This design comes from an exercise in tuning for small area and few clock cycles on the open sky130 flow, not from production work.
In this exercise RTL edits were held to simulation tests only and were not proved equivalent to the original.
Power and IR drop assume default switching activity.

Setup of run 1:
Design servo_led_command_parser_top, start of the top module:
module servo_led_command_parser_top (
  input  logic        clk,
  input  logic        rst_n,
  input  logic        in_valid,
  output logic        in_ready,
  input  logic        in_kind,
  input  logic [7:0]  in_byte,
  output logic        out_valid,
  input  logic        out_ready,
  output logic [1:0]  out_action,
  output logic [2:0]  out_channel,
  output logic [23:0] out_payload,
  output logic        out_last,
  input  logic        cfg_we,
  input  logic [1:0]  cfg_index,
  input  logic [15:0] cfg_wdata
);
==> flow/config.mk <==
export PLATFORM = sky130hd
export DESIGN_NAME = servo_led_command_parser_top
export DESIGN_NICKNAME = servo_led_command_parser_top
export VERILOG_FILES = /design/flow/design.v
export SDC_FILE = /design/flow/constraint.sdc
export NUM_CORES = 4
export LEC_CHECK = 0
export ABC_AREA = 1
export CAP_MARGIN = 20
export CORE_MARGIN = 2
export CORE_UTILIZATION = 40
export CTS_BUF_LIST = sky130_fd_sc_hd__clkbuf_8
export SLEW_MARGIN = 20
==> flow/constraint.sdc <==
create_clock -name core_clock -period 6.0 [get_ports {clk}]
set_input_delay 1.2000 -clock core_clock [delete_from_list [all_inputs] [get_ports {clk}]]
set_output_delay 1.2000 -clock core_clock [all_outputs]
set_load 0.01 [all_outputs]
standard.sh (not shown) runs the stock make flow with config.mk's settings and CLKGATE_MAP_FILE= SYNTH_SCRIPT=/design/flow/synth_recipe.tcl, a recipe that flattens the netlist after the stock synthesis.
==> flow/flow/run.sh <==
#!/bin/bash
# The standard layout (standard.sh, the standard flow's own ORFS flow, synthesis unchanged),
# with plain buf_1 cells as the input and output port buffers, and clock tree
# synthesis with larger sink clusters and no dummy loads.
set -euo pipefail
cd "$(dirname "$0")/.."
bash standard.sh 'BUFFER_PORTS_ARGS=-buffer_cell sky130_fd_sc_hd__buf_1' \
  'CTS_ARGS=-sink_clustering_enable -repair_clock_nets -buf_list sky130_fd_sc_hd__clkbuf_8 -sink_clustering_size 30 -sink_clustering_max_diameter 100 -dont_use_dummy_load' \
  finish > orfs_make.log 2>&1
The final layout from run 1, which completed every stage, passed the timing, design-rule and antenna checks at the end of the flow.
Testbench counts of run 1, summed over its fixed seeds: cycles 87,109.
What run 2 does differently from run 1 at the input level:
Settings: ABC_AREA: 1 -> 0.
==> flow/flow/run.sh <==
#!/bin/bash
# The standard layout (standard.sh, the standard flow's own ORFS flow, synthesis unchanged),
# with plain buf_1 cells as the input and output port buffers, and clock tree
# synthesis with a clkbuf_8 root, clkbuf_4 leaves and no dummy loads.
set -euo pipefail
cd "$(dirname "$0")/.."
bash standard.sh 'BUFFER_PORTS_ARGS=-buffer_cell sky130_fd_sc_hd__buf_1' \
  'CTS_ARGS=-sink_clustering_enable -repair_clock_nets -root_buf sky130_fd_sc_hd__clkbuf_8 -buf_list sky130_fd_sc_hd__clkbuf_4 -dont_use_dummy_load' \
  finish > orfs_make.log 2>&1
Findings:
- [compare] base=run 1 new=run 2: depth of the critical timing path with buffers and inverters included went down 23%, peak clock frequency supported by timing roughly the same, part of the total power dissipated in the clock network now sits lower.
- Summary of run 2 over run 1: standby leakage power -19%, worst vdd rail ir drop lost 22%, minimum clock period fell 0.016 ns, number of placed instances, taps included has decreased.
[inputs] run 3 vs run 2
Settings: setting GPL_TIMING_DRIVEN to 0 for the first time; changing CAP_MARGIN from 20 to 5; changing SLEW_MARGIN from 20 to 5; changing ABC_AREA from 0 to 1.
### Flow results
- On hold slack, the higher figure sits with run 2, not run 3.
- Compared with run 2, half-perimeter wire length after detailed placement in run 3 increased by a little under 10%.
- The portion of total power attributed to combinational logic in run 3 sits 2.4 points above the value recorded for run 2.
- Multiplexer share of the synthesized area came out lower on run 3 than on run 2.
- In the flow results for run 3 and run 2, the instance area at placement is smaller on run 2.
- In run 3, share of layout cells above drive strength 1 is higher than in run 2.
- Run 3 and run 2 ended up with nearly the same die area.
- Area added between synthesis and finish ended up 2.2 points higher on run 3 than on run 2.
- The maximum number of pins on one net before global-route repair of run 3 falls short of that of run 2 by about 30%.
- Diff run 2 -> run 3 | final standard cell area without fillers | increase of about 1.8%
- Power per cell area: run 3 > run 2

-- separate check: timing with driven ports --
In the flow no input, the clock included, has a driving cell. The finished layouts below were timed again as built, in two steps. Step 1 assumes that a clkbuf_16 drives the clock port and a buf_2 every other input. Step 2 also shifts input and output timing later by t, the mid clock arrival at the registers, as if the neighbouring blocks saw the same clock. Slacks: ideal ports / drivers / drivers and shift; pairs: ideal ports / drivers.
run | shift t [ns] | setup WS [ns] | worst data-port slew with drivers (ns) | cell pins on the clock port's net
run 1 | 0.465 | 0.452 / 0.452 / 0.452 | 0.04 | 1
run 2 | 0.435 | 0.468 / 0.468 / 0.468 | 0.04 | 1
run 3 | 0.451 | 0.332 / 0.332 / 0.332 | 0.04 | 1
After both steps every run listed still meets setup and hold.
